Background: an optimization exercise with open tools, aiming at small area, a short achievable clock period and few clock cycles per item. Do not read the settings as production practice. The RTL was checked by simulation tests, not by an equivalence proof against the original design. Power figures rest on the tool's default switching activity, not on a simulated workload.

$ cat flow/config.mk
export PLATFORM = sky130hd
export DESIGN_NAME = datapath
export DESIGN_NICKNAME = datapath
export VERILOG_FILES = /design/flow/design.v
export SDC_FILE = /design/flow/constraint.sdc
export NUM_CORES = 4
export LEC_CHECK = 0
export CAP_MARGIN = 20
export CORE_MARGIN = 2
export CORE_UTILIZATION = 40
export SETUP_SLACK_MARGIN = 3.5
export SLEW_MARGIN = 20
export SYNTH_HIERARCHICAL = 1
$ cat flow/constraint.sdc
create_clock -name core_clock -period 6.2 [get_ports {CLK}]
set_input_delay 1.2400 -clock core_clock [delete_from_list [all_inputs] [get_ports {CLK}]]
set_output_delay 1.2400 -clock core_clock [all_outputs]
set_load 0.01 [all_outputs]
$ cat flow/design.v
`default_nettype none
package mips_isa_pkg;
   typedef logic [4:0]  reg_idx_t;    
   typedef logic [31:0] word_t;       
   localparam logic [5:0] OP_RTYPE = 6'h00;    
   localparam logic [5:0] OP_ADDIU = 6'h09;
   localparam logic [5:0] OP_SLTI  = 6'h0a;
   localparam logic [5:0] OP_ANDI  = 6'h0c;
   localparam logic [5:0] OP_ORI   = 6'h0d;
   localparam logic [5:0] OP_XORI  = 6'h0e;
   localparam logic [5:0] OP_LUI   = 6'h0f;
   localparam logic [5:0] F_SLL  = 6'h00;
   localparam logic [5:0] F_SRL  = 6'h02;
   localparam logic [5:0] F_ADDU = 6'h21;
   localparam logic [5:0] F_SUBU = 6'h23;
   localparam logic [5:0] F_AND  = 6'h24;
   localparam logic [5:0] F_OR   = 6'h25;
   localparam logic [5:0] F_XOR  = 6'h26;
   localparam logic [5:0] F_NOR  = 6'h27;
   localparam logic [5:0] F_SLT  = 6'h2a;
   localparam logic [5:0] F_SLTU = 6'h2b;
   localparam logic [3:0] TT_AND  = 4'b1000;
   localparam logic [3:0] TT_OR   = 4'b1110;
   localparam logic [3:0] TT_XOR  = 4'b0110;
   localparam logic [3:0] TT_NOR  = 4'b0001;
   localparam logic [3:0] TT_PASS = 4'b1010;    
   typedef struct packed {
      logic       sub;         
      logic       sel_add;     
      logic       sel_slt;     
      logic       slt_sgn;     
      logic [3:0] tt;          
      logic       sel_sll;
      logic       sel_srl;
      logic [4:0] shamt;
      logic [3:0] rot_lo;      
      logic [7:0] rot_hi;      
   } ctl_t;
endpackage
`default_nettype wire
`default_nettype none
`timescale 1ns/10ps
module pipe_stage_reg (
   input  logic        CLK,
   input  logic        rst_n,
   input  logic        in_valid,
   input  logic [31:0] in_data,
   input  logic        pop,
   output logic        head_valid,
   output logic [31:0] head,
   output logic [31:1] head_rs,     
   output logic [31:1] head_rt      
);
   logic [31:0] second;
   logic        second_valid;
   logic        head_load;
   logic [31:0] head_nx;
   logic [31:1] rs_nx;
   logic [31:1] rt_nx;
   assign head_load = pop || !head_valid;
   assign head_nx = second_valid ? second : in_data;
   always_comb begin
      for (int i = 1; i < 32; i++) begin
         rs_nx[i] = (head_nx[25:21] == 5'(i));
         rt_nx[i] = (head_nx[20:16] == 5'(i));
      end
   end
   always_ff @(posedge CLK) begin
      if (head_load) begin
         head    <= head_nx;
         head_rs <= rs_nx;
         head_rt <= rt_nx;
      end
      if (in_valid) begin
         second <= in_data;
      end
   end
   always_ff @(posedge CLK) begin
      if (!rst_n) begin
         head_valid   <= 1'b0;
         second_valid <= 1'b0;
      end else begin
         head_valid   <= head_load ? (second_valid || in_valid) : 1'b1;
         second_valid <= head_valid && (pop ? (second_valid && in_valid)
                                            : (second_valid || in_valid));
      end
   end
endmodule
`default_nettype wire
`default_nettype none
`timescale 1ns/10ps
module register_file (
   input  logic        CLK,
   input  logic        clr,         
   input  logic [31:1] rsel1,       
   input  logic [31:1] rsel2,
   output logic [31:0] rdat1,
   output logic [31:0] rdat2,
   input  logic [31:1] wen,         
   input  logic [31:0] wdat
);
   logic [31:0] regs [1:31];
   logic [31:0] wd;
   assign wd = clr ? 32'b0 : wdat;
   always_ff @(posedge CLK) begin
      for (int i = 1; i < 32; i++) begin
         if (wen[i] || clr) begin
            regs[i] <= wd;
         end
      end
   end
   always_comb begin
      rdat1 = '0;
      rdat2 = '0;
      for (int i = 1; i < 32; i++) begin
         rdat1 = rdat1 | ({32{rsel1[i]}} & regs[i]);
         rdat2 = rdat2 | ({32{rsel2[i]}} & regs[i]);
      end
   end
endmodule
`default_nettype wire
`default_nettype none
`timescale 1ns/10ps
module alu_pg (
   input  logic [31:0] a,
   input  logic [31:0] b,
   input  logic        cin,
   output logic [32:0] ng,      
   output logic [32:0] nt       
);
   assign ng = ~{a & b, cin};
   assign nt = ~{a | b, 1'b0};
endmodule
module alu_prefix #(
   parameter int S   = 1,
   parameter bit INV = 0
) (
   input  logic [32:0] g_in,
   input  logic [32:0] t_in,
   output logic [32:0] g_out,
   output logic [32:0] t_out
);
   always_comb begin
      for (int p = 0; p < 33; p++) begin
         if (p >= S) begin
            if (INV) begin
               g_out[p] = !(g_in[p] | (t_in[p] & g_in[p-S]));
               t_out[p] = !(t_in[p] & t_in[p-S]);
            end else begin
               g_out[p] = !(g_in[p] & (t_in[p] | g_in[p-S]));
               t_out[p] = !(t_in[p] | t_in[p-S]);
            end
         end else begin
            g_out[p] = !g_in[p];
            t_out[p] = !t_in[p];
         end
      end
   end
endmodule
module alu_out (
   input  mips_isa_pkg::ctl_t ctl,
   input  logic               inv,
   input  logic [31:0]        a,
   input  logic [31:0]        b,
   input  logic               fwd1,     
   input  logic               fwd2,     
   input  logic [31:0]        d_op1,
   input  logic [31:0]        d_op2,
   output logic [31:0]        px1,      
   output logic [31:0]        px2,      
   output logic               fa0,      
   output logic               fa1,      
   output logic               fa2,      
   output logic               fo0,      
   output logic               fo1,      
   output logic               fo2n,     
   output logic               fo2i,     
   output logic [31:0]        qd1,      
   output logic [31:0]        qd2,
   output logic               slt_g,    
   output logic               slt_t,    
   output logic               slt_n     
);
   logic sa;
   logic a_msb;
   logic b_msb;
   assign a_msb = a[31] ^ ctl.slt_sgn;
   assign b_msb = b[31] ^ ctl.slt_sgn;
   assign slt_g = ctl.sel_slt & a_msb & b_msb;
   assign slt_t = ctl.sel_slt & (a_msb | b_msb);
   assign slt_n = !ctl.sel_slt;
   assign sa   = ctl.sel_add;
   assign px1  = a ^ b;
   assign px2  = a ^ b ^ {32{inv}};
   assign fa0  = sa;
   assign fa1  = fwd1 & sa;
   assign fa2  = fwd2 & sa;
   assign fo0  = !sa;
   assign fo1  = fwd1 & !sa;
   assign fo2n = fwd2 & !sa & !inv;
   assign fo2i = fwd2 & !sa & inv;
   assign qd1  = {32{!fwd1}} & d_op1;
   assign qd2  = {32{!fwd2}} & d_op2;
endmodule
module alu_misc (
   input  mips_isa_pkg::ctl_t ctl,
   input  logic [31:0]        a,
   input  logic [31:0]        b,
   output logic [31:0]        other
);
   logic [31:0] lu;
   logic [31:0] r1;
   logic [31:0] r2;
   logic [31:0] keep;
   always_comb begin
      for (int i = 0; i < 32; i++) begin
         lu[i] = (ctl.tt[3] & a[i] & b[i]) | (ctl.tt[2] & a[i] & !b[i]) |
                 (ctl.tt[1] & !a[i] & b[i]) | (ctl.tt[0] & !a[i] & !b[i]);
      end
   end
   always_comb begin
      for (int i = 0; i < 32; i++) begin
         r1[i] = 1'b0;
         for (int j = 0; j < 4; j++) begin
            r1[i] = r1[i] | (ctl.rot_lo[j] & b[(i - j) & 31]);
         end
      end
      for (int i = 0; i < 32; i++) begin
         r2[i] = 1'b0;
         for (int m = 0; m < 8; m++) begin
            r2[i] = r2[i] | (ctl.rot_hi[m] & r1[(i - 4 * m) & 31]);
         end
      end
   end
   always_comb begin
      for (int i = 0; i < 32; i++) begin
         keep[i] = ctl.sel_sll ? (5'(i) >= ctl.shamt) :
                   ctl.sel_srl ? (5'(31 - i) >= ctl.shamt) : 1'b0;
      end
   end
   assign other = lu | (r2 & keep);
endmodule
module alu_fin (
   input  logic [31:0] c,
   input  logic [31:0] other,
   input  logic [31:0] px1,
   input  logic [31:0] px2,
   input  logic        fa0,
   input  logic        fa1,
   input  logic        fa2,
   input  logic        fo0,
   input  logic        fo1,
   input  logic        fo2n,
   input  logic        fo2i,
   input  logic [31:0] qd1,
   input  logic [31:0] qd2,
   input  logic        slt_g,
   input  logic        slt_t,
   input  logic        slt_n,
   output logic [31:0] res,
   output logic [31:0] n_op1,
   output logic [31:0] n_op2
);
   logic        lt;     
   logic [31:0] oth;
   assign lt    = !(slt_n | slt_g | (slt_t & c[31]));
   assign oth   = other | {31'b0, lt};
   assign res   = ({32{fa0}} & (px1 ^ c)) | ({32{fo0}} & oth);
   assign n_op1 = ({32{fa1}} & (px1 ^ c)) | ({32{fo1}} & oth) | qd1;
   assign n_op2 = ({32{fa2}} & (px2 ^ c)) | ({32{fo2n}} & oth) | ({32{fo2i}} & ~oth) | qd2;
endmodule
module alu (
   input  mips_isa_pkg::ctl_t  ctl,
   input  logic                inv,
   input  logic [31:0]         op1,
   input  logic [31:0]         op2,
   input  logic                fwd1,
   input  logic                fwd2,
   input  logic [31:0]         d_op1,
   input  logic [31:0]         d_op2,
   output logic [31:0]         res,
   output logic [31:0]         n_op1,
   output logic [31:0]         n_op2
);
   logic [32:0] g0, t0, g1, t1, g2, t2, g3, t3, g4, t4, g5, t5;
   logic [31:0] other;
   logic [31:0] px1, px2, qd1, qd2;
   logic        fa0, fa1, fa2, fo0, fo1, fo2n, fo2i, slt_g, slt_t, slt_n;
   alu_pg u_pg (.a(op1), .b(op2), .cin(ctl.sub), .ng(g0), .nt(t0));
   alu_prefix #(.S(1),  .INV(0)) u_l1 (.g_in(g0), .t_in(t0), .g_out(g1), .t_out(t1));
   alu_prefix #(.S(2),  .INV(1)) u_l2 (.g_in(g1), .t_in(t1), .g_out(g2), .t_out(t2));
   alu_prefix #(.S(4),  .INV(0)) u_l3 (.g_in(g2), .t_in(t2), .g_out(g3), .t_out(t3));
   alu_prefix #(.S(8),  .INV(1)) u_l4 (.g_in(g3), .t_in(t3), .g_out(g4), .t_out(t4));
   alu_prefix #(.S(16), .INV(0)) u_l5 (.g_in(g4), .t_in(t4), .g_out(g5), .t_out(t5));
   alu_misc u_misc (.ctl(ctl), .a(op1), .b(op2), .other(other));
   alu_out  u_out  (.ctl(ctl), .inv(inv), .a(op1), .b(op2), .fwd1(fwd1),
                    .fwd2(fwd2), .d_op1(d_op1), .d_op2(d_op2), .px1(px1),
                    .px2(px2), .fa0(fa0), .fa1(fa1), .fa2(fa2), .fo0(fo0),
                    .fo1(fo1), .fo2n(fo2n), .fo2i(fo2i), .qd1(qd1), .qd2(qd2),
                    .slt_g(slt_g), .slt_t(slt_t), .slt_n(slt_n));
   alu_fin  u_fin  (.c(g5[31:0]), .other(other), .px1(px1), .px2(px2),
                    .fa0(fa0), .fa1(fa1), .fa2(fa2), .fo0(fo0), .fo1(fo1),
                    .fo2n(fo2n), .fo2i(fo2i), .qd1(qd1), .qd2(qd2),
                    .slt_g(slt_g), .slt_t(slt_t), .slt_n(slt_n), .res(res),
                    .n_op1(n_op1), .n_op2(n_op2));
endmodule
`default_nettype wire
`default_nettype none
`timescale 1ns/10ps
module reg_read (
   input  logic [31:0] head,
   input  logic [31:1] head_rs,    
   input  logic [31:1] head_rt,
   output logic [31:1] rsel1,
   output logic [31:1] rsel2,
   input  logic [31:0] rdat1,
   input  logic [31:0] rdat2,
   input  logic        w_wr,       
   input  logic [4:0]  w_sel,
   input  logic [31:0] w_dat,
   output logic [31:0] rd1,
   output logic [31:0] rd2,
   output logic        rtype,      
   output logic        sub,        
   output logic        isx,        
   output logic        ilui        
);
   logic [4:0] rs;
   logic [4:0] rt;
   logic [5:0] opcode;
   logic [5:0] funct;
   assign opcode = head[31:26];
   assign funct  = head[5:0];
   assign rtype  = (opcode == mips_isa_pkg::OP_RTYPE);
   assign isx    = (opcode == mips_isa_pkg::OP_ADDIU) || (opcode == mips_isa_pkg::OP_SLTI);
   assign ilui   = (opcode == mips_isa_pkg::OP_LUI);
   assign sub    = rtype ? (funct == mips_isa_pkg::F_SUBU || funct == mips_isa_pkg::F_SLT ||
                            funct == mips_isa_pkg::F_SLTU)
                         : (opcode == mips_isa_pkg::OP_SLTI);
   assign rs = head[25:21];
   assign rt = head[20:16];
   assign rsel1 = head_rs;
   assign rsel2 = head_rt;
   assign rd1 = (w_wr && (w_sel == rs)) ? w_dat : rdat1;
   assign rd2 = (w_wr && (w_sel == rt)) ? w_dat : rdat2;
endmodule
module instr_decode (
   input  logic [31:0]        instr,
   input  logic               rtype,      
   input  logic               sub,
   input  logic               isx,
   input  logic               ilui,
   input  logic [31:0]        rd1,        
   input  logic [31:0]        rd2,
   input  logic               wf1,
   input  logic               wf2,
   input  logic [31:0]        w_dat,
   input  logic               ef1,
   input  logic               ef2,
   output logic [31:0]        op1,
   output logic [31:0]        op2,        
   output logic               fwd1,       
   output logic               fwd2,       
   output mips_isa_pkg::ctl_t ctl,
   output logic [4:0]         wsel,
   output logic               regwr,
   output logic               illegal
);
   logic [5:0]  opcode;
   logic [5:0]  funct;
   logic [4:0]  rs;
   logic [4:0]  rt;
   logic [15:0] imm16;
   logic        legal;
   logic [31:0] imm;
   logic [4:0]  rrot;
   assign rrot = 5'd0 - instr[10:6];    
   assign opcode = instr[31:26];
   assign funct  = instr[5:0];
   assign rs     = instr[25:21];
   assign rt     = instr[20:16];
   assign imm16  = instr[15:0];
   always_comb begin
      ctl     = '0;
      legal   = 1'b1;
      wsel    = rt;
      case (opcode)
         mips_isa_pkg::OP_RTYPE: begin
            wsel = instr[15:11];
            case (funct)
               mips_isa_pkg::F_ADDU: ctl.sel_add = 1'b1;
               mips_isa_pkg::F_SUBU: begin ctl.sel_add = 1'b1; ctl.sub = 1'b1; end
               mips_isa_pkg::F_AND:  ctl.tt = mips_isa_pkg::TT_AND;
               mips_isa_pkg::F_OR:   ctl.tt = mips_isa_pkg::TT_OR;
               mips_isa_pkg::F_XOR:  ctl.tt = mips_isa_pkg::TT_XOR;
               mips_isa_pkg::F_NOR:  ctl.tt = mips_isa_pkg::TT_NOR;
               mips_isa_pkg::F_SLT:  begin ctl.sel_slt = 1'b1; ctl.sub = 1'b1; ctl.slt_sgn = 1'b1; end
               mips_isa_pkg::F_SLTU: begin ctl.sel_slt = 1'b1; ctl.sub = 1'b1; end
               mips_isa_pkg::F_SLL:  begin
                  ctl.sel_sll = 1'b1; ctl.shamt = instr[10:6];
                  ctl.rot_lo = 4'b0001 << instr[7:6];
                  ctl.rot_hi = 8'b0000_0001 << instr[10:8];
               end
               mips_isa_pkg::F_SRL:  begin
                  ctl.sel_srl = 1'b1; ctl.shamt = instr[10:6];
                  ctl.rot_lo = 4'b0001 << rrot[1:0];
                  ctl.rot_hi = 8'b0000_0001 << rrot[4:2];
               end
               default: legal = 1'b0;
            endcase
         end
         mips_isa_pkg::OP_ADDIU: ctl.sel_add = 1'b1;
         mips_isa_pkg::OP_SLTI:  begin
            ctl.sel_slt = 1'b1; ctl.sub = 1'b1; ctl.slt_sgn = 1'b1;
         end
         mips_isa_pkg::OP_ANDI:  ctl.tt = mips_isa_pkg::TT_AND;
         mips_isa_pkg::OP_ORI:   ctl.tt = mips_isa_pkg::TT_OR;
         mips_isa_pkg::OP_XORI:  ctl.tt = mips_isa_pkg::TT_XOR;
         mips_isa_pkg::OP_LUI:   ctl.tt = mips_isa_pkg::TT_PASS;
         default:  legal = 1'b0;
      endcase
      regwr   = legal && (wsel != 5'd0);    
      illegal = !legal;
   end
   assign imm  = ilui ? {imm16, 16'b0} : {{16{isx & imm16[15]}}, imm16};
   assign op1  = wf1 ? w_dat : rd1;
   assign op2  = (wf2 ? w_dat : rtype ? rd2 : imm) ^ {32{sub}};
   assign fwd1 = ef1;
   assign fwd2 = ef2;
endmodule
`default_nettype wire
`default_nettype none
`timescale 1ns/10ps
module instr_execute (
   input  mips_isa_pkg::ctl_t ctl,
   input  logic               inv,
   input  logic [31:0]        op1,
   input  logic [31:0]        op2,
   input  logic               fwd1,
   input  logic               fwd2,
   input  logic [31:0]        d_op1,
   input  logic [31:0]        d_op2,
   output logic [31:0]        res,
   output logic [31:0]        n_op1,
   output logic [31:0]        n_op2
);
   alu u_alu (
      .ctl   (ctl),
      .inv   (inv),
      .op1   (op1),
      .op2   (op2),
      .fwd1  (fwd1),
      .fwd2  (fwd2),
      .d_op1 (d_op1),
      .d_op2 (d_op2),
      .res   (res),
      .n_op1 (n_op1),
      .n_op2 (n_op2)
   );
endmodule
`default_nettype wire
`default_nettype none
`timescale 1ns/10ps
module wb_result #(
   parameter int RES_CREDITS = 2
) (
   input  logic CLK,
   input  logic rst_n,
   input  logic de_valid,        
   input  logic de_valid_nx,     
   input  logic res_credit,
   output logic ew_valid,        
   output logic ew_hold,         
   output logic res_valid,       
   output logic instr_credit     
);
   localparam int CW = $clog2(RES_CREDITS + 1);
   logic [CW-1:0] credits;
   logic [CW-1:0] credits_nx;
   logic          ew_valid_nx;
   logic          have_nx;
   assign credits_nx  = credits - CW'(res_valid) + CW'(res_credit);
   assign ew_valid_nx = ew_hold || de_valid;
   assign have_nx     = (credits_nx != '0);
   always_ff @(posedge CLK) begin
      if (!rst_n) begin
         credits      <= CW'(RES_CREDITS);
         ew_valid     <= 1'b0;
         ew_hold      <= 1'b0;
         res_valid    <= 1'b0;
         instr_credit <= 1'b0;
      end else begin
         credits      <= credits_nx;
         ew_valid     <= ew_valid_nx;
         ew_hold      <= ew_valid_nx && !have_nx;
         res_valid    <= ew_valid_nx && have_nx;
         instr_credit <= de_valid_nx && !(ew_valid_nx && !have_nx);
      end
   end
endmodule
`default_nettype wire
`default_nettype none
`timescale 1ns/10ps
module datapath #(
   parameter int INSTR_DEPTH = 4,    
   parameter int RES_CREDITS = 2
) (
   input  logic                CLK,
   input  logic                rst_n,
   input  logic                instr_valid,
   input  logic [31:0]         instr,
   output logic                instr_credit,
   output logic                res_valid,
   output logic [4:0]          res_wsel,
   output logic [31:0]         res_wdat,
   output logic                res_regwr,
   output logic                res_illegal,
   input  logic                res_credit
);
   logic        clr;
   logic        hv;
   logic [31:0] head;
   logic [31:1] head_rs;
   logic [31:1] head_rt;
   logic        pop;
   logic [31:1] rsel1;
   logic [31:1] rsel2;
   logic [31:0] rdat1;
   logic [31:0] rdat2;
   logic [31:1] wen;
   logic [31:0] rd1;
   logic [31:0] rd2;
   logic               r_valid;
   logic [31:0]        r_instr;
   logic [31:0]        r_rd1;
   logic [31:0]        r_rd2;
   logic               r_rtype;
   logic               r_sub;
   logic               r_wf1;      
   logic               r_wf2;
   logic               r_ef1;      
   logic               r_ef2;
   logic               e_nx_wr;    
   logic [4:0]         e_nx_sel;   
   logic               w_nx_wr;    
   logic [4:0]         w_nx_sel;
   logic               h_rtype;
   logic               h_sub;
   logic               h_isx;
   logic               h_ilui;
   logic               r_isx;
   logic               r_ilui;
   logic               r_load;
   logic [31:0]        d_op1;
   logic [31:0]        d_op2;
   logic               d_fwd1;
   logic               d_fwd2;
   mips_isa_pkg::ctl_t d_ctl;
   logic [4:0]         d_wsel;
   logic               d_regwr;
   logic               d_illegal;
   logic               de_valid;
   logic               de_valid_nx;
   logic [31:0]        de_op1;
   logic [31:0]        de_op2;
   mips_isa_pkg::ctl_t de_ctl;
   logic [4:0]         de_wsel;
   logic               de_regwr;
   logic               de_illegal;
   logic               de_load;
   logic [31:0]        alu_res;
   logic [31:0]        n_op1;
   logic [31:0]        n_op2;
   logic               ew_valid;
   logic               ew_hold;
   logic [31:0]        ew_wdat;
   logic [4:0]         ew_wsel;
   logic               ew_regwr;
   logic               ew_illegal;
   always_ff @(posedge CLK) begin
      clr <= !rst_n;
   end
   assign de_load     = !de_valid || !ew_hold;
   assign r_load      = !r_valid || de_load;
   assign pop         = r_load && hv;
   assign de_valid_nx = de_load ? r_valid : de_valid;
   pipe_stage_reg u_buf (
      .CLK        (CLK),
      .rst_n      (rst_n),
      .in_valid   (instr_valid),
      .in_data    (instr),
      .pop        (pop),
      .head_valid (hv),
      .head       (head),
      .head_rs    (head_rs),
      .head_rt    (head_rt)
   );
   register_file u_register_file (
      .CLK   (CLK),
      .clr   (clr),
      .rsel1 (rsel1),
      .rsel2 (rsel2),
      .rdat1 (rdat1),
      .rdat2 (rdat2),
      .wen   (wen),
      .wdat  (ew_wdat)
   );
   reg_read u_reg_read (
      .head    (head),
      .head_rs (head_rs),
      .head_rt (head_rt),
      .rsel1 (rsel1),
      .rsel2 (rsel2),
      .rdat1 (rdat1),
      .rdat2 (rdat2),
      .w_wr  (ew_valid && ew_regwr),
      .w_sel (ew_wsel),
      .w_dat (ew_wdat),
      .rd1   (rd1),
      .rd2   (rd2),
      .rtype (h_rtype),
      .sub   (h_sub),
      .isx   (h_isx),
      .ilui  (h_ilui)
   );
   always_ff @(posedge CLK) begin
      if (!rst_n) begin
         r_valid <= 1'b0;
      end else if (r_load) begin
         r_valid <= hv;
      end
   end
   assign e_nx_wr  = de_load ? (r_valid && d_regwr) : (de_valid && de_regwr);
   assign e_nx_sel = de_load ? d_wsel : de_wsel;
   assign w_nx_wr  = ew_hold ? (ew_valid && ew_regwr) : (de_valid && de_regwr);
   assign w_nx_sel = ew_hold ? ew_wsel : de_wsel;
   always_ff @(posedge CLK) begin
      if (r_load) begin
         r_ef1   <= e_nx_wr && (e_nx_sel == head[25:21]);
         r_ef2   <= e_nx_wr && (e_nx_sel == head[20:16]) && h_rtype;
         r_wf1   <= w_nx_wr && (w_nx_sel == head[25:21]);
         r_wf2   <= w_nx_wr && (w_nx_sel == head[20:16]) && h_rtype;
         r_instr <= head;
         r_rd1   <= rd1;
         r_rd2   <= rd2;
         r_rtype <= h_rtype;
         r_sub   <= h_sub;
         r_isx   <= h_isx;
         r_ilui  <= h_ilui;
      end
   end
   instr_decode u_instr_decode (
      .instr   (r_instr),
      .rtype   (r_rtype),
      .sub     (r_sub),
      .isx     (r_isx),
      .ilui    (r_ilui),
      .rd1     (r_rd1),
      .rd2     (r_rd2),
      .wf1     (r_wf1),
      .wf2     (r_wf2),
      .w_dat   (ew_wdat),
      .ef1     (r_ef1),
      .ef2     (r_ef2),
      .op1     (d_op1),
      .op2     (d_op2),
      .fwd1    (d_fwd1),
      .fwd2    (d_fwd2),
      .ctl     (d_ctl),
      .wsel    (d_wsel),
      .regwr   (d_regwr),
      .illegal (d_illegal)
   );
   always_ff @(posedge CLK) begin
      if (!rst_n) begin
         de_valid <= 1'b0;
      end else begin
         de_valid <= de_valid_nx;
      end
   end
   always_ff @(posedge CLK) begin
      if (de_load) begin
         de_op1     <= n_op1;
         de_op2     <= n_op2;
         de_ctl     <= d_ctl;
         de_wsel    <= d_wsel;
         de_regwr   <= d_regwr;
         de_illegal <= d_illegal;
      end
   end
   instr_execute u_instr_execute (
      .ctl   (de_ctl),
      .inv   (r_sub),
      .op1   (de_op1),
      .op2   (de_op2),
      .fwd1  (d_fwd1),
      .fwd2  (d_fwd2),
      .d_op1 (d_op1),
      .d_op2 (d_op2),
      .res   (alu_res),
      .n_op1 (n_op1),
      .n_op2 (n_op2)
   );
   always_ff @(posedge CLK) begin
      if (!ew_hold) begin
         ew_wdat    <= alu_res;
         ew_wsel    <= de_wsel;
         ew_regwr   <= de_regwr;
         ew_illegal <= de_illegal;
      end
   end
   wb_result #(.RES_CREDITS(RES_CREDITS)) u_wb_result (
      .CLK          (CLK),
      .rst_n        (rst_n),
      .de_valid     (de_valid),
      .de_valid_nx  (de_valid_nx),
      .res_credit   (res_credit),
      .ew_valid     (ew_valid),
      .ew_hold      (ew_hold),
      .res_valid    (res_valid),
      .instr_credit (instr_credit)
   );
   always_comb begin
      for (int i = 1; i < 32; i++) begin
         wen[i] = ew_valid && ew_regwr && (ew_wsel == 5'(i));
      end
   end
   assign res_wsel    = ew_wsel;
   assign res_wdat    = ew_wdat;
   assign res_regwr   = ew_regwr;
   assign res_illegal = ew_illegal;
endmodule
`default_nettype wire
$ cat flow/run.sh
#!/bin/bash
# synth_recipe.tcl (not shown) runs the flow's synth.tcl, then flattens the netlist and writes it again
# the make line also repeats each setting of config.mk as NAME=value (left out here)
make -C /OpenROAD-flow-scripts/flow DESIGN_CONFIG=/design/flow/config.mk WORK_HOME=/design/flow/orfs CLKGATE_MAP_FILE= SYNTH_SCRIPT=/design/flow/synth_recipe.tcl finish
==> results of run 1 <==
area by class of cell:
class                   instances  share of cell area
diodes                          3          0.00009980
clock buffers                 182             0.05287
clock inverters                88            0.009414
inverters                      95            0.004740
multi-input cells            3075              0.3101
flip-flops and latches       1365              0.5425
well taps                    2189             0.03641
repair buffers                392             0.04394
layer usage:
layer,part of all wire,track usage,routed length (um),vias up
met3,0.13,0.09364,34000,758
met1,0.37,0.3764,93850,24744
li1,-,-,-,20358
met2,0.45,0.4443,112900,3826
met4,0.048,0.1278,12190,16
met5,0.00044,0,111,-
stage by stage:
| step | power (W) | setup WS (ns) | hold WS [ns] |
|---|---|---|---|
| final | 0.02372 | 3.416 | 0.4085 |
| after global routing | 0.02432 | 3.355 | 0.4281 |
| after CTS | 0.02354 | 3.302 | 0.4144 |
| after detailed placement | 0.01490 | 3.140 | 0.4054 |
| after global placement | 0.01487 | 3.198 | 0.4077 |
| after floorplan | 0.01341 | 3.464 | 0.4003 |
sequential cells by signal (all words and copies together), names as in the netlist, 2 cells and up:
signal	cells
ew_wdat	32
u_wb_result.credits	2
de_wsel	5
u_buf.head_rs	31
de_op2	32
r_rd1	32
u_buf.second	32
de_op1	32
ew_wsel	5
de_ctl	27
u_register_file.regs	992
r_rd2	32
u_buf.head_rt	31
r_instr	27
u_buf.head	32
layout by cell type (no fill, tap or decap), drive strengths merged, types with 10 or more instances in the layout:
cell	count
and2	16
nand4	153
clkdlybuf4s50	34
or4	70
inv	99
mux2	132
dfxtp	21
o21ai	138
o2111ai	33
xor2	167
a22o	100
edfxtp	1344
clkbuf	184
a41oi	10
nand2	227
a221oi	66
nor3	23
a22oi	971
a222oi	64
a21oi	113
or2	45
a221o	33
mux4	32
a32oi	11
o31ai	17
nand2b	16
and2b	39
clkinvlp	10
nand3	139
buf	350
a21o	15
nor2	209
xnor2	34
clkinv	66
nor2b	95
and3	10
nor3b	18
worst max-delay path, stage by stage (launching register included):
cell	delay, ns
edfxtp_1	0.39
or4_4	0.55
or3_4	0.38
a311o_2	0.40
a221oi_4	0.31
and3_4	0.25
a31oi_4	0.08
nor4_2	0.25
what timing repair did:
item / CTS / global route
buffers inserted: 82 / 92
endpoints found under the setup margin: 266 / 95
gates resized for setup: 227 / 52
cloned: 1 / 3
pin swaps: 7 / 28
worst max path at each step:
stage                     start                to  slack, ns  depth (start not counted)
floorplan           r_instr[29]             r_ef1       3.46                          9
global placement      instr[19]  u_buf.head_rt[7]       3.20                          4
detailed placement  r_instr[29]             r_ef1       3.14                          7
CTS                 ew_wdat[10]      res_wdat[10]       3.30                          2
global route        r_instr[28]             r_ef2       3.35                          7
finish              r_instr[28]             r_ef2       3.42                          7
where the power goes:
group / internal [W] / leakage, nW / total [W] / switching (W)
registers: 0.0109 / 14.1 / 0.0114 / 0.000522
clock network: 0.00490 / 2.27 / 0.00864 / 0.00374
logic: 0.00120 / 9.50 / 0.00370 / 0.00250
total: 0.0170 / 25.9 / 0.0237 / 0.00676
==> flow_summary_export.csv, run 1 <==
group,metric,value,unit
placement,numPortBuffers,76,
placement,place_congestion,0.9225,
global_routing,grt_first_pass_wirelength,350200,um
floorplanning,dieArea,0.1684,mm2
synthesis,yosysWarnings,18,
final_layout,layout.nets,5118,
clock_tree,cts_tree,"built",
synthesis,synthesis.nets,4976,
placement,dp.cells,6938,
worst_hold_path,hold_class,"flop to flop",
worst_setup_path,path_class,"flop to flop",
floorplanning,core_area,0.1644,mm2
global_routing,grt_max_degree,96,
worst_setup_path,reg2reg_to,"r_ef2",
floorplanning,ios,77,
detailed_routing,ant_nets,0,
pwr,powerDensity,315.3,mW/mm2
timing,worst_slew_pin_slew,1.136,ns
clock_tree,clock_sinks,1365,
clock_tree,clkLatencyLatePin,0.80,ns
detailed_routing,drt_iter0_markers,9105,
clock_tree,cts-root-buf,"clkbuf_16",
final_layout,stdcell_area,0.07523,mm2
global_routing,grt_pass1_vias,46958,
floorplanning,start_util,0.4018,
placement,dp_hpwl,148900,um
detailed_routing,drt_wl_total,253000,um
worst_setup_path,reg2reg_slack,3.42,ns
clock_tree,numCtsBuffers,148,
final_layout,final_util,0.4575,
run,drv_cap,0,
timing,period_share,0.4490,
floorplanning,die_h,410.4,um
timing,finalCriticalPeriod,2.784,ns
final_layout,layout.cells.non_filler,7389,
final_layout,nFillCells,14698,
detailed_routing,vias,49702,
worst_setup_path,critPathLaunchType,"flop",
timing,hold_viol_final,0,
global_routing,grt-ovfl-total,0,
worst_hold_path,min_from,"u_buf.head[9]",
worst_setup_path,required,6.81,ns
worst_setup_path,r2r-start,"r_instr[28]",
pwr,power_leakage,25.87,nW
final_layout,regArea,0.04081,mm2
placement,dpl-instance-area,0.06864,mm2
worst_hold_path,worst_hold_path.endpoint,"r_instr[9]",
worst_setup_path,reg2regPathDepth,7,
synthesis,postSynthCellCount,4935,
detailed_routing,drt_pass1_iterations,9,
clock_tree,h-tree-depth,4,
timing,relSlewSlack,0.2394,
worst_setup_path,cp_max_fo,5,
final_layout,drive_gt1_frac,0.1980,
detailed_routing,wl_per_cell,34.24,um
timing,max_freq,359.3,MHz
timing,slew_viol_final,0,
global_routing,grt_use_total,0.2903,
worst_hold_path,min_path_cells,0,
clock_tree,ctsHoldBuffers,0,
status,status,"finished clean",
worst_setup_path,end_kind,"flop",
detailed_routing,post-route-drc-count,0,
final_layout,multi_input_area,0.02332,mm2
timing,fin_skew,0.03186,ns
clock_tree,cts_buffer_depth,3,
detailed_routing,vias_per_cell,6.726,
clock_tree,cts.clk_slew.worst_paths,0.06,ns
final_layout,area_growth_syn_to_layout,13.86,%
synthesis,netlist_area,0.06607,mm2
floorplanning,num_rows,149,
worst_setup_path,cp.arrival,3.39,ns
floorplanning,die_width,410.4,um
pwr,ir_drop,0.2080,mV
global_routing,antenna_found_initial,15,
synthesis,avgSynthCellArea,13.39,um2
timing,setup-violations-final,0,
timing,grt_setup_unrepaired,"yes",
timing,tns,0,ns
Testbench counts, summed over its fixed seeds: cycles 16,032, items 16,000.
==> run 2: changes to the inputs <==
--- a/flow/design.v
+++ b/flow/design.v
@@ -344,6 +344,35 @@
    assign rd1 = (w_wr && (w_sel == rs)) ? w_dat : rdat1;
    assign rd2 = (w_wr && (w_sel == rt)) ? w_dat : rdat2;
 endmodule
+module instr_dest (
+   input  logic [31:0] instr,
+   output logic [4:0]  wsel,
+   output logic        regwr,
+   output logic        illegal
+);
+   logic [5:0] opcode;
+   logic [5:0] funct;
+   logic       legal;
+   assign opcode = instr[31:26];
+   assign funct  = instr[5:0];
+   always_comb begin
+      if (opcode == mips_isa_pkg::OP_RTYPE) begin
+         wsel  = instr[15:11];
+         legal = (funct == mips_isa_pkg::F_ADDU) || (funct == mips_isa_pkg::F_SUBU) ||
+                 (funct == mips_isa_pkg::F_AND)  || (funct == mips_isa_pkg::F_OR)   ||
+                 (funct == mips_isa_pkg::F_XOR)  || (funct == mips_isa_pkg::F_NOR)  ||
+                 (funct == mips_isa_pkg::F_SLT)  || (funct == mips_isa_pkg::F_SLTU) ||
+                 (funct == mips_isa_pkg::F_SLL)  || (funct == mips_isa_pkg::F_SRL);
+      end else begin
+         wsel  = instr[20:16];
+         legal = (opcode == mips_isa_pkg::OP_ADDIU) || (opcode == mips_isa_pkg::OP_SLTI) ||
+                 (opcode == mips_isa_pkg::OP_ANDI)  || (opcode == mips_isa_pkg::OP_ORI)  ||
+                 (opcode == mips_isa_pkg::OP_XORI)  || (opcode == mips_isa_pkg::OP_LUI);
+      end
+      regwr   = legal && (wsel != 5'd0);    
+      illegal = !legal;
+   end
+endmodule
 module instr_decode (
    input  logic [31:0]        instr,
    input  logic               rtype,      
@@ -361,17 +390,13 @@
    output logic [31:0]        op2,        
    output logic               fwd1,       
    output logic               fwd2,       
-   output mips_isa_pkg::ctl_t ctl,
-   output logic [4:0]         wsel,
-   output logic               regwr,
-   output logic               illegal
+   output mips_isa_pkg::ctl_t ctl
 );
    logic [5:0]  opcode;
    logic [5:0]  funct;
    logic [4:0]  rs;
    logic [4:0]  rt;
    logic [15:0] imm16;
-   logic        legal;
    logic [31:0] imm;
    logic [4:0]  rrot;
    assign rrot = 5'd0 - instr[10:6];    
@@ -382,11 +407,8 @@
    assign imm16  = instr[15:0];
    always_comb begin
       ctl     = '0;
-      legal   = 1'b1;
-      wsel    = rt;
       case (opcode)
          mips_isa_pkg::OP_RTYPE: begin
-            wsel = instr[15:11];
             case (funct)
                mips_isa_pkg::F_ADDU: ctl.sel_add = 1'b1;
                mips_isa_pkg::F_SUBU: begin ctl.sel_add = 1'b1; ctl.sub = 1'b1; end
@@ -406,7 +428,7 @@
                   ctl.rot_lo = 4'b0001 << rrot[1:0];
                   ctl.rot_hi = 8'b0000_0001 << rrot[4:2];
                end
-               default: legal = 1'b0;
+               default: ;
             endcase
          end
          mips_isa_pkg::OP_ADDIU: ctl.sel_add = 1'b1;
@@ -417,10 +439,8 @@
          mips_isa_pkg::OP_ORI:   ctl.tt = mips_isa_pkg::TT_OR;
          mips_isa_pkg::OP_XORI:  ctl.tt = mips_isa_pkg::TT_XOR;
          mips_isa_pkg::OP_LUI:   ctl.tt = mips_isa_pkg::TT_PASS;
-         default:  legal = 1'b0;
+         default: ;
       endcase
-      regwr   = legal && (wsel != 5'd0);    
-      illegal = !legal;
    end
    assign imm  = ilui ? {imm16, 16'b0} : {{16{isx & imm16[15]}}, imm16};
    assign op1  = wf1 ? w_dat : rd1;
@@ -531,6 +551,9 @@
    logic [31:0] rd1;
    logic [31:0] rd2;
    logic               r_valid;
+   logic [4:0]         r_wsel;
+   logic               r_regwr;
+   logic               r_illegal;
    logic [31:0]        r_instr;
    logic [31:0]        r_rd1;
    logic [31:0]        r_rd2;
@@ -550,6 +573,9 @@
    logic               h_ilui;
    logic               r_isx;
    logic               r_ilui;
+   logic [4:0]         h_wsel;
+   logic               h_regwr;
+   logic               h_illegal;
    logic               r_load;
    logic [31:0]        d_op1;
    logic [31:0]        d_op2;
@@ -623,6 +649,12 @@
       .isx   (h_isx),
       .ilui  (h_ilui)
    );
+   instr_dest u_instr_dest (
+      .instr   (head),
+      .wsel    (h_wsel),
+      .regwr   (h_regwr),
+      .illegal (h_illegal)
+   );
    always_ff @(posedge CLK) begin
       if (!rst_n) begin
          r_valid <= 1'b0;
@@ -630,8 +662,8 @@
          r_valid <= hv;
       end
    end
-   assign e_nx_wr  = de_load ? (r_valid && d_regwr) : (de_valid && de_regwr);
-   assign e_nx_sel = de_load ? d_wsel : de_wsel;
+   assign e_nx_wr  = de_load ? (r_valid && r_regwr) : (de_valid && de_regwr);
+   assign e_nx_sel = de_load ? r_wsel : de_wsel;
    assign w_nx_wr  = ew_hold ? (ew_valid && ew_regwr) : (de_valid && de_regwr);
    assign w_nx_sel = ew_hold ? ew_wsel : de_wsel;
    always_ff @(posedge CLK) begin
@@ -646,6 +678,9 @@
          r_rtype <= h_rtype;
          r_sub   <= h_sub;
          r_isx   <= h_isx;
+         r_wsel    <= h_wsel;
+         r_regwr   <= h_regwr;
+         r_illegal <= h_illegal;
          r_ilui  <= h_ilui;
       end
    end
@@ -666,11 +701,11 @@
       .op2     (d_op2),
       .fwd1    (d_fwd1),
       .fwd2    (d_fwd2),
-      .ctl     (d_ctl),
-      .wsel    (d_wsel),
-      .regwr   (d_regwr),
-      .illegal (d_illegal)
+      .ctl     (d_ctl)
    );
+   assign d_wsel    = r_wsel;
+   assign d_regwr   = r_regwr;
+   assign d_illegal = r_illegal;
    always_ff @(posedge CLK) begin
       if (!rst_n) begin
          de_valid <= 1'b0;
==> flow_summary_export.csv, run 2 <==
group,metric,value,unit
status,status,"finished clean",
global_routing,grtUsageMet3,0.08015,
detailed_routing,drt_iter0_markers,7833,
pwr,power_leakage,25.75,nW
final_layout,layout.cells.non_filler,7317,
placement,dp_hpwl,145500,um
final_layout,final_cell_mix,"edfxtp_1 (1346), a22oi_1 (965), buf_4 (232), nor2_1 (222), nand2_1 (211)",
detailed_routing,wl_per_cell,32.19,um
timing,fin_skew,0.02699,ns
worst_setup_path,path_depth,1,
final_layout,regMostFlops,"u_register_file.regs",
clock_tree,cts.clk_slew.worst_paths,0.06,ns
final_layout,stdcell_area,0.07440,mm2
placement,numPortBuffers,76,
detailed_routing,ant_nets,0,
timing,fin_ws,3.450,ns
worst_setup_path,r2r-start,"u_buf.head_rt[2]",
clock_tree,ctsHoldBuffers,0,
global_routing,grt_use_met2,0.4194,
detailed_routing,drt_wl_total,235500,um
pwr,powerDensity,316.0,mW/mm2
floorplanning,ios,77,
clock_tree,h-tree-depth,4,
synthesis,synthesis.nets,4985,
timing,finalCriticalPeriod,2.750,ns
synthesis,avgSynthCellArea,13.33,um2
detailed_routing,vias_per_cell,6.612,
timing,slew_viol_final,0,
timing,worst_slew_pin_slew,1.107,ns
clock_tree,clkLatencyLatePin,0.80,ns
timing,grt_setup_unrepaired,"yes",
timing,relSlewSlack,0.2621,
final_layout,final_common_cell,"edfxtp_1",
worst_setup_path,cp_cell_sequence,"buf_2",
placement,place_congestion,0.9564,
timing,setup-violations-final,0,
detailed_routing,vias,48379,
timing,max_freq,363.7,MHz
placement,dp.cells,6920,
final_layout,drive_gt1_frac,0.1761,
global_routing,grt-ovfl-total,0,
pwr,ir_drop,0.2510,mV
clock_tree,cts_tree,"built",
final_layout,final_util,0.4560,
global_routing,antenna_found_initial,12,
clock_tree,clock_sinks,1367,
global_routing,grt_use_total,0.2717,
worst_setup_path,required,4.96,ns
timing,tns,0,ns
synthesis,netlist_area,0.06592,mm2
floorplanning,die_h,410.0,um
floorplanning,core_area,0.1631,mm2
timing,period_share,0.4435,
clock_tree,cts-root-buf,"clkbuf_16",
worst_setup_path,cp_max_fo,2,
floorplanning,die_width,410.0,um
placement,dpl-instance-area,0.06843,mm2
floorplanning,dieArea,0.1681,mm2
worst_setup_path,max_stage_delay,0.51,ns
worst_setup_path,crit_path_start,"ew_wdat[1]",
detailed_routing,post-route-drc-count,0,
run,drv_cap,0,
global_routing,grt_first_pass_wirelength,331900,um
synthesis,yosysWarnings,19,
global_routing,top_usage_layer,"met2",
clock_tree,numCtsBuffers,147,
detailed_routing,drt_pass1_iterations,10,
floorplanning,num_rows,148,
synthesis,postSynthCellCount,4944,
worst_setup_path,reg2regPathDepth,6,
clock_tree,cts_buffer_depth,3,
worst_setup_path,path_buf_inv,1,
timing,hold_viol_final,0,
floorplanning,start_util,0.4041,
final_layout,area_growth_syn_to_layout,12.85,%
final_layout,layout.nets,5070,
global_routing,gr-usage-met1,0.3548,
worst_setup_path,reg2reg_to,"r_rd2[15]",
worst_setup_path,reg2reg_slack,3.51,ns
worst_setup_path,endpoint,"res_wdat[1]",
worst_setup_path,critPathSlowestCell,"edfxtp_1",
worst_hold_path,hold_class,"flop to flop",
worst_setup_path,path_class,"flop to output pin",
worst_setup_path,cpLargestDelayFamily,"flip-flops",
worst_setup_path,critPathLaunchType,"flop",
global_routing,grt_pass1_vias,46002,
worst_setup_path,cp.arrival,1.51,ns
placement,dp_slack,3.337,ns
final_layout,largest_register_ffs,992,
worst_setup_path,end_kind,"output pin",
global_routing,grt_max_degree,96,
-- run 2: how the worst min path moves through the flow --
stage,from,endpoint,slack (ns),depth (start not counted)
floorplan,r_illegal,de_illegal,0.40,0
global placement,u_buf.head[6],r_instr[6],0.40,0
detailed placement,u_buf.head[8],r_instr[8],0.41,0
CTS,u_buf.head[9],r_instr[9],0.42,0
global route,de_illegal,ew_illegal,0.44,0
finish,u_buf.head[8],r_instr[8],0.42,0
-- run 2: cell type report --
class                           count  area (um2)
Inverter                           95       356.6
Clock buffer                      178        3836
Fill cell                       14492       88750
Multi-Input combinational cell   3084       23060
Timing Repair Buffer              334        2774
Sequential cell                  1367       40860
Tap cell                         2175        2721
Clock inverter                     82       778.2
Antenna cell                        2       5.005
-- run 2: where the power goes --
| part | internal, W | switching, W | total [W] |
|---|---|---|---|
| Sequential | 0.0109 | 0.000479 | 0.0113 |
| Combinational | 0.00118 | 0.00245 | 0.00363 |
| Clock | 0.00481 | 0.00372 | 0.00853 |
| Total | 0.0169 | 0.00665 | 0.0235 |
-- run 2: through the flow --
| step | power, W | hold slack (ns) |
|---|---|---|
| detailed placement | 0.01488 | 0.4061 |
| global route | 0.02420 | 0.4366 |
| CTS | 0.02339 | 0.4200 |
| floorplan | 0.01343 | 0.4003 |
| finish | 0.02351 | 0.4189 |
| global placement | 0.01483 | 0.4015 |
-- run 2: repair_timing --
item | in CTS | in global routing
setup buffers | 57 | 74
pin swaps | 1 | 4
cloned | 0 | 1
gates resized for setup | 198 | 32
endpoints found under the setup margin | 164 | 214
-- run 2: metal layers --
layer	vias to the layer above	routed length, um
li1	20277	-
met1	24291	90370
met4	6	10890
met5	-	42
met2	3164	106100
met3	641	28100
Testbench counts of run 2, summed over its fixed seeds: cycles 16,032, items 16,000.
==> run 3: changes to the inputs <==
--- a/flow/config.mk
+++ b/flow/config.mk
@@ -8,6 +8,6 @@
 export CAP_MARGIN = 20
 export CORE_MARGIN = 2
 export CORE_UTILIZATION = 40
-export SETUP_SLACK_MARGIN = 3.5
+export SETUP_SLACK_MARGIN = 3.7
 export SLEW_MARGIN = 20
 export SYNTH_HIERARCHICAL = 1
==> flow_summary_export.csv, run 3 <==
group,metric,value,unit
status,status,"finished clean",
clock_tree,cts-root-buf,"clkbuf_16",
floorplanning,die_h,410.0,um
synthesis,yosysWarnings,19,
global_routing,grt_use_total,0.2805,
final_layout,area_growth_syn_to_layout,16.05,%
synthesis,avgSynthCellArea,13.33,um2
floorplanning,core_area,0.1631,mm2
timing,slew_viol_final,0,
worst_setup_path,cpLargestDelayFamily,"flip-flops",
global_routing,grt_pass1_vias,46677,
clock_tree,cts_buffer_depth,3,
worst_setup_path,reg2regPathDepth,7,
pwr,ir_drop,0.2894,mV
clock_tree,cts_tree,"built",
detailed_routing,ant_nets,0,
floorplanning,dieArea,0.1681,mm2
pwr,power_leakage,26.60,nW
placement,numPortBuffers,76,
placement,dp.cells,6923,
final_layout,final_common_cell,"edfxtp_1",
detailed_routing,wl_per_cell,33.33,um
clock_tree,clock_sinks,1367,
final_layout,drive_gt1_frac,0.2311,
worst_setup_path,critPathLaunchType,"flop",
detailed_routing,vias_per_cell,6.664,
synthesis,netlist_area,0.06592,mm2
detailed_routing,vias,49287,
worst_setup_path,required,4.96,ns
worst_setup_path,cp.arrival,1.52,ns
timing,finalCriticalPeriod,2.760,ns
worst_setup_path,reg2reg_to,"r_rd1[4]",
worst_setup_path,end_kind,"output pin",
worst_setup_path,cp_cell_sequence,"buf_6",
timing,setup-violations-final,0,
worst_hold_path,hold_class,"flop to flop",
floorplanning,num_rows,148,
worst_setup_path,critPathSlowestCell,"edfxtp_1",
timing,worst_slew_pin_slew,1.018,ns
final_layout,layout.cells.non_filler,7396,
worst_setup_path,cp_max_fo,2,
worst_setup_path,path_buf_inv,1,
worst_hold_path,min_path_cells,0,
worst_setup_path,max_stage_delay,0.54,ns
global_routing,grt_first_pass_wirelength,342000,um
placement,dp_hpwl,146300,um
global_routing,grt_max_degree,96,
timing,relSlewSlack,0.3201,
timing,period_share,0.4451,
floorplanning,die_width,410.0,um
clock_tree,clkLatencyLatePin,0.81,ns
timing,max_freq,362.3,MHz
detailed_routing,post-route-drc-count,0,
worst_setup_path,r2r-start,"u_buf.head_rs[2]",
pwr,powerDensity,312.1,mW/mm2
run,drv_cap,0,
global_routing,antenna_found_initial,6,
synthesis,postSynthCellCount,4944,
detailed_routing,drt_wl_total,246500,um
worst_hold_path,worst_hold_path.endpoint,"de_illegal",
placement,place_congestion,0.9747,
floorplanning,ios,77,
detailed_routing,drt_iter0_markers,7995,
clock_tree,cts.clk_slew.worst_paths,0.06,ns
detailed_routing,drt_pass1_iterations,10,
final_layout,largest_register_ffs,992,
clock_tree,h-tree-depth,4,
global_routing,grt-ovfl-total,0,
synthesis,synthesis.nets,4985,
worst_setup_path,path_class,"flop to output pin",
worst_hold_path,min_from,"r_illegal",
final_layout,regMostFlops,"u_register_file.regs",
timing,tns,0,ns
clock_tree,numCtsBuffers,147,
final_layout,final_cell_mix,"edfxtp_1 (1346), a22oi_1 (914), buf_4 (257), nor2_1 (203), nand2_1 (193)",
timing,fin_skew,0.03232,ns
timing,hold_viol_final,0,
final_layout,layout.nets,5149,
floorplanning,start_util,0.4041,
worst_setup_path,reg2reg_slack,3.63,ns
timing,grt_setup_unrepaired,"yes",
run 3: what timing repair did:
action	CTS	global route
hold buffers	0	0
cloned	0	8
resized for setup	320	274
endpoints found under the setup margin	592	711
pin swaps	9	170
buffers inserted	124	78
run 3: metal layers:
layer,part of all wire,up-vias,track usage
met5,0.00025,-,0
met2,0.45,3434,0.4309
met4,0.047,8,0.1192
li1,-,20429,-
met3,0.12,670,0.08398
met1,0.38,24746,0.3686
run 3: power breakdown:
part	switching [W]	leakage, nW	internal, W
Clock	0.00368	2.23	0.00489
Combinational	0.00265	10.3	0.00134
Sequential	0.000449	14.1	0.0109
Total	0.00677	26.6	0.0171
run 3: area by class of cell:
cell class / instances / area, um2
Sequential cell: 1367 / 40870
Antenna cell: 2 / 5.005
Multi-Input combinational cell: 3085 / 24120
Clock inverter: 78 / 683.2
Tap cell: 2175 / 2721
Inverter: 95 / 362.8
Timing Repair Buffer: 412 / 3826
Fill cell: 14232 / 86640
Clock buffer: 182 / 3916
run 3: per-stage QoR:
step	hold WS [ns]	utilization	power (W)	worst slack (ns)	cell area, um2
floorplan	0.4003	-	0.01343	3.725	65960
finish	0.4188	0.4689	0.02387	3.440	76500
CTS	0.4205	0.4567	0.02355	3.409	74500
detailed placement	0.4056	0.4198	0.01490	3.320	68490
global placement	0.4022	0.4192	0.01485	3.296	68390
global route	0.4337	0.4689	0.02452	3.423	76500
run 3: how the worst max path moves through the flow:
stage,from,to,slack (ns),depth (start not counted)
finish,ew_wdat[1],res_wdat[1],3.44,1
CTS,ew_wdat[17],res_wdat[17],3.41,1
global route,ew_wdat[17],res_wdat[17],3.42,1
floorplan,u_wb_result.ew_hold,u_buf.head[0],3.73,5
global placement,de_ctl[16],de_op2[10],3.30,5
detailed placement,de_ctl[10],de_op1[0],3.32,7
==> run 4: changes to the inputs <==
--- a/flow/config.mk
+++ b/flow/config.mk
@@ -8,6 +8,9 @@
 export CAP_MARGIN = 20
 export CORE_MARGIN = 2
 export CORE_UTILIZATION = 40
-export SETUP_SLACK_MARGIN = 3.7
+export CTS_BUF_LIST = sky130_fd_sc_hd__clkbuf_16
+export CTS_CLUSTER_DIAMETER = 90
+export CTS_CLUSTER_SIZE = 20
+export SETUP_SLACK_MARGIN = 3.5
 export SLEW_MARGIN = 20
 export SYNTH_HIERARCHICAL = 1
==> flow_summary_export.csv, run 4 <==
group,metric,value,unit
clock_tree,clkLatencyLatePin,0.72,ns
global_routing,grt_use_met2,0.4180,
detailed_routing,ant_nets,0,
worst_setup_path,reg2regPathDepth,5,
worst_setup_path,critPathLaunchType,"flop",
timing,setup-violations-final,0,
timing,slew_viol_final,0,
placement,dp_hpwl,145500,um
timing,fin_skew,0.02209,ns
floorplanning,dieArea,0.1681,mm2
global_routing,grt_max_degree,96,
synthesis,postSynthCellCount,4944,
pwr,power_leakage,24.53,nW
status,status,"finished clean",
timing,period_share,0.4333,
detailed_routing,vias_per_cell,6.666,
clock_tree,cts_buffer_depth,3,
placement,dpl-instance-area,0.06843,mm2
global_routing,antenna_found_initial,13,
detailed_routing,drt_wl_total,233700,um
final_layout,area_growth_syn_to_layout,8.960,%
worst_setup_path,max_stage_delay,0.47,ns
detailed_routing,post-route-drc-count,0,
timing,worst_slew_pin_slew,1.092,ns
synthesis,yosysWarnings,19,
global_routing,grt_first_pass_wirelength,328900,um
final_layout,drive_gt1_frac,0.1563,
floorplanning,die_h,410.0,um
detailed_routing,wl_per_cell,32.70,um
global_routing,grt-ovfl-total,0,
timing,relSlewSlack,0.2721,
worst_setup_path,critPathSlowestCell,"edfxtp_1",
timing,max_freq,372.2,MHz
placement,place_congestion,0.9564,
timing,tns,0,ns
detailed_routing,vias,47634,
timing,grt_setup_unrepaired,"yes",
clock_tree,cts.clk_slew.worst_paths,0.08,ns
global_routing,grt_pass1_vias,45102,
worst_setup_path,path_depth,1,
placement,numPortBuffers,76,
timing,hold_viol_final,0,
global_routing,top_usage_layer,"met2",
worst_setup_path,cp_cell_sequence,"clkdlybuf4s15_1",
pwr,powerDensity,283.1,mW/mm2
global_routing,gr-usage-met1,0.3536,
final_layout,final_common_cell,"edfxtp_1",
floorplanning,num_rows,148,
worst_setup_path,required,4.96,ns
worst_setup_path,cp.arrival,1.45,ns
worst_setup_path,end_kind,"output pin",
worst_hold_path,min_path_cells,0,
final_layout,stdcell_area,0.07183,mm2
detailed_routing,drt_iter0_markers,7999,
synthesis,netlist_area,0.06592,mm2
clock_tree,cts-root-buf,"clkbuf_16",
global_routing,grt_use_total,0.2686,
clock_tree,numCtsBuffers,79,
clock_tree,cts_tree,"built",
floorplanning,die_width,410.0,um
global_routing,grtUsageMet3,0.07318,
final_layout,largest_register_ffs,992,
worst_setup_path,path_buf_inv,1,
run,drv_cap,0,
detailed_routing,drt_pass1_iterations,8,
clock_tree,clock_sinks,1367,
synthesis,avgSynthCellArea,13.33,um2
worst_setup_path,path_class,"flop to output pin",
final_layout,layout.nets,4989,
synthesis,synthesis.nets,4985,
pwr,ir_drop,0.1989,mV
final_layout,regMostFlops,"u_register_file.regs",
floorplanning,ios,77,
floorplanning,start_util,0.4041,
timing,finalCriticalPeriod,2.687,ns
worst_setup_path,crit_path_start,"ew_wdat[0]",
worst_setup_path,cpLargestDelayFamily,"flip-flops",
final_layout,final_cell_mix,"edfxtp_1 (1346), a22oi_1 (965), buf_4 (222), nor2_1 (221), nand2_1 (212)",
floorplanning,core_area,0.1631,mm2
worst_setup_path,r2r-start,"u_buf.head_rs[14]",
clock_tree,h-tree-depth,3,
worst_hold_path,hold_class,"flop to flop",
worst_hold_path,min_from,"u_buf.head[9]",
worst_setup_path,cp_max_fo,2,
-- run 4: cell types whose count changed in the layout (fill, tap and decap cells not counted), moves of 38 or more --
cell and delta:
a22oi_1 +51, buf_6 -60, a22oi_2 -51, clkinv_1 -38, or4_1 +60, clkbuf_16 -73
or4_4 -60
-- run 4: per-stage QoR --
| stage | power, W | hold WS, ns | util | setup WS (ns) | cells |
|---|---|---|---|---|---|
| final | 0.02034 | 0.4277 | 0.4403 | 3.513 | 7146 |
| after global routing | 0.02095 | 0.4428 | 0.4402 | 3.425 | 7141 |
| after CTS | 0.02019 | 0.4262 | 0.4353 | 3.332 | 7075 |
| after detailed placement | 0.01488 | 0.4061 | 0.4195 | 3.337 | 6920 |
| after global placement | 0.01483 | 0.4015 | 0.4191 | 3.341 | 6917 |
| after floorplan | 0.01343 | 0.4003 | - | 3.549 | 4944 |
-- run 4: metal layers --
metal  vias to the layer above  part of all wire  routed length, um
met5                         -           0.00027                 64
met1                     23932              0.38              89730
met4                        10             0.045              10560
met2                      3067              0.45             105400
li1                      20004                 -                  -
met3                       621              0.12              27990
-- run 4: final timing paths --
kind	to	slack [ns]
min reg2reg	r_instr[9]	0.43
max	res_wdat[0]	3.51
min	r_instr[9]	0.43
max reg2reg	r_rd1[2]	3.52
-- run 4: report_power, final --
part,switching (W),internal (W)
clock network,0.00301,0.00241
logic,0.00243,0.00116
registers,0.000485,0.0108
total,0.00592,0.0144
-- run 4: area by class of cell --
cell class	instances	area, um2
fill	14690	91310
sequential	1367	40860
clock buffer	83	2077
clock inverter	16	96.34
timing repair buffer	321	2609
inverter	95	356.6
antenna	5	12.51
tap	2175	2721
multi-input combinational	3084	23090
-- run 4: worst reg2reg max path, stage by stage (launching register included) --
cell	delay, ns
edfxtp_1	0.36
buf_4	0.29
a222oi_1	0.55
nand3_1	0.21
or4_1	0.70
mux2_2	0.32
-- run 4: what timing repair did --
| item | CTS | global route |
|---|---|---|
| gates resized for setup | 150 | 41 |
| endpoints found under the setup margin | 161 | 219 |
| hold buffers | 0 | 0 |
| cloned | 0 | 1 |
| pin swaps | 1 | 2 |
| buffers inserted | 56 | 62 |
==> run 5: changes to the inputs <==
--- a/flow/config.mk
+++ b/flow/config.mk
@@ -7,7 +7,7 @@
 export LEC_CHECK = 0
 export CAP_MARGIN = 20
 export CORE_MARGIN = 2
-export CORE_UTILIZATION = 40
+export CORE_UTILIZATION = 45
 export CTS_BUF_LIST = sky130_fd_sc_hd__clkbuf_16
 export CTS_CLUSTER_DIAMETER = 90
 export CTS_CLUSTER_SIZE = 20
==> flow_summary_export.csv, run 5 <==
group,metric,value,unit
detailed_routing,vias_per_cell,7.074,
clock_tree,cts.clk_slew.worst_paths,0.09,ns
final_layout,layout.nets,4967,
detailed_routing,vias,48590,
final_layout,final_common_cell,"edfxtp_1",
detailed_routing,drt_iter0_markers,8717,
floorplanning,dieArea,0.1496,mm2
timing,hold_viol_final,0,
worst_hold_path,worst_hold_path.endpoint,"r_instr[9]",
worst_setup_path,cp_cell_sequence,"buf_2",
detailed_routing,wl_per_cell,36.10,um
timing,grt_setup_unrepaired,"yes",
worst_setup_path,cp_max_fo,2,
floorplanning,die_width,386.8,um
worst_setup_path,path_buf_inv,1,
final_layout,final_cell_mix,"edfxtp_1 (1346), a22oi_1 (965), nor2_1 (221), nand2_1 (209), buf_4 (204)",
placement,dp.cells,6674,
clock_tree,numCtsBuffers,79,
worst_setup_path,critPathSlowestCell,"edfxtp_1",
placement,numPortBuffers,76,
clock_tree,clkLatencyLatePin,0.74,ns
final_layout,largest_register_ffs,992,
detailed_routing,ant_nets,0,
global_routing,antenna_found_initial,16,
worst_hold_path,hold_class,"flop to flop",
worst_setup_path,cpLargestDelayFamily,"flip-flops",
worst_hold_path,min_path_cells,0,
pwr,power_leakage,24.43,nW
detailed_routing,post-route-drc-count,0,
floorplanning,num_rows,140,
floorplanning,start_util,0.4529,
detailed_routing,drt_pass1_iterations,10,
floorplanning,die_h,386.8,um
run,drv_cap,0,
worst_hold_path,min_from,"u_buf.head[9]",
timing,tns,0,ns
worst_setup_path,reg2regPathDepth,6,
pwr,powerDensity,288.3,mW/mm2
global_routing,grt_first_pass_wirelength,345300,um
global_routing,grt_pass1_vias,46483,
global_routing,grt_use_total,0.3207,
timing,finalCriticalPeriod,2.717,ns
worst_setup_path,max_stage_delay,0.53,ns
floorplanning,ios,77,
global_routing,grt_max_degree,96,
worst_setup_path,critPathLaunchType,"flop",
worst_setup_path,reg2reg_to,"r_rd2[8]",
worst_setup_path,r2r-start,"u_buf.head_rt[7]",
timing,max_freq,368.1,MHz
worst_setup_path,cp.arrival,1.48,ns
clock_tree,ctsHoldBuffers,0,
timing,slew_viol_final,0,
final_layout,area_growth_syn_to_layout,8.262,%
synthesis,yosysWarnings,19,
timing,relSlewSlack,0.2756,
clock_tree,h-tree-depth,3,
clock_tree,clock_sinks,1367,
timing,worst_slew_pin_slew,1.087,ns
status,status,"finished clean",
detailed_routing,drt_wl_total,247900,um
final_layout,nFillCells,12469,
timing,setup-violations-final,0,
final_layout,regMostFlops,"u_register_file.regs",
clock_tree,cts-root-buf,"clkbuf_16",
placement,dp_hpwl,149300,um
floorplanning,core_area,0.1456,mm2
synthesis,postSynthCellCount,4944,
global_routing,grt-ovfl-total,0,
final_layout,layout.cells.non_filler,6869,
placement,place_congestion,0.9627,
worst_setup_path,path_class,"flop to output pin",
timing,fin_skew,0.03691,ns
worst_setup_path,reg2reg_slack,3.50,ns
clock_tree,cts_tree,"built",
timing,period_share,0.4382,
clock_tree,cts_buffer_depth,3,
synthesis,netlist_area,0.06592,mm2
synthesis,synthesis.nets,4985,
synthesis,avgSynthCellArea,13.33,um2
pwr,ir_drop,0.2094,mV
worst_setup_path,end_kind,"output pin",
final_layout,drive_gt1_frac,0.1552,
worst_setup_path,required,4.96,ns
run 5: changes by cell type in the layout (fill, tap and decap cells not counted), sizes merged:
cell           before  now
buf               270  253
clkdlybuf4s15       8    5
clkinv              2    5
clkbuf             84   82
clkinvlp            1    3
bufinv              0    1
dlygate4sd2         8    7
inv               108  107
nand3             139  138
run 5: worst max path at each step:
stage	to	slack, ns	cells past startpoint	from
2_1_floorplan	u_buf.head[0]	3.55	5	u_wb_result.ew_hold
3_3_place_gp	de_op2[9]	3.27	7	r_ilui
3_5_place_dp	de_op1[0]	3.27	9	de_op2[15]
4_1_cts	res_wdat[19]	3.32	2	ew_wdat[19]
5_1_grt	res_wdat[24]	3.45	1	ew_wdat[24]
6_report	res_wdat[24]	3.48	1	ew_wdat[24]
run 5: where the power goes:
| part | internal, W | switching [W] |
|---|---|---|
| clock | 0.00241 | 0.00307 |
| combinational | 0.00115 | 0.00259 |
| sequential | 0.0109 | 0.000498 |
| total | 0.0144 | 0.00616 |
run 5: metal layers:
metal  vias up  global-route usage  share of wire
li1      19955                   -              -
met1     24382              0.4137           0.37
met2      3554              0.4904           0.45
met3       685             0.09456           0.13
met4        14              0.1674          0.057
met5         -                   0        0.00039
run 5: timing repair:
action,CTS,global route
pin swaps,0,1
setup endpoints to repair,165,212
buffers inserted,53,29
hold endpoints to repair,0,0
gates resized for setup,166,46
run 5: area by class of cell:
class / count / area, um2 / share of cell area
timing repair buffer: 300 / 2437 / 0.03415
multi-input combinational: 3083 / 23080 / 0.3234
clock inverter: 21 / 188.9 / 0.002647
tap: 1917 / 2399 / 0.03361
sequential: 1367 / 40860 / 0.5725
clock buffer: 81 / 2027 / 0.02840
inverter: 95 / 360.3 / 0.005049
antenna: 5 / 12.51 / 0.0001753
run 5: per-stage QoR:
stage          area [um2]  setup WS (ns)  hold WS, ns  power, W  utilization
3_5_place_dp        68200          3.268       0.4052   0.01500       0.4685
6_report            71370          3.483       0.4221   0.02057       0.4903
5_1_grt             71360          3.451       0.4318   0.02109       0.4903
2_1_floorplan       65950          3.549       0.4003   0.01343            -
3_3_place_gp        68170          3.266       0.4031   0.01496       0.4683
4_1_cts             70810          3.324       0.4231   0.02038       0.4865

[static timing again, ports no longer ideal]
In the flow no input, the clock included, has a driving cell. The finished layouts below were timed again as built, in two steps.
Step 1, drivers: a clkbuf_16 drives CLK and a buf_2 each remaining input, both assumed.
Step 2 adds t to the input delays and takes it off the output delays; t is the mean of the earliest and latest rising clock arrival at the registers after step 1. Input paths then give back, and output paths get back, about the clock's delay inside the block.
Three values: no drivers, after step 1, after step 2; two values: the first two.
| run | t, ns | slack for setup (ns) | clock arrival spread, ns | slew at the worst register clock pin (ns) | worst slew at a driven data input, ns |
|---|---|---|---|---|---|
| run 1 | 0.865 | 3.416 / 3.359 / 3.178 | 0.032 / 0.032 | 0.07 / 0.07 | 0.06 |
| run 2 | 0.867 | 3.450 / 3.377 / 3.282 | 0.036 / 0.035 | 0.06 / 0.06 | 0.09 |
| run 3 | 0.877 | 3.440 / 3.353 / 3.317 | 0.037 / 0.037 | 0.06 / 0.06 | 0.09 |
| run 4 | 0.782 | 3.513 / 3.434 / 3.286 | 0.029 / 0.029 | 0.10 / 0.10 | 0.09 |
| run 5 | 0.800 | 3.483 / 3.403 / 3.329 | 0.040 / 0.039 | 0.09 / 0.09 | 0.04 |
After both steps every run listed still meets setup and hold. For run 1, which loses most, drivers alone change the setup slack by -0.057 ns; drivers and shift together by -0.238 ns.
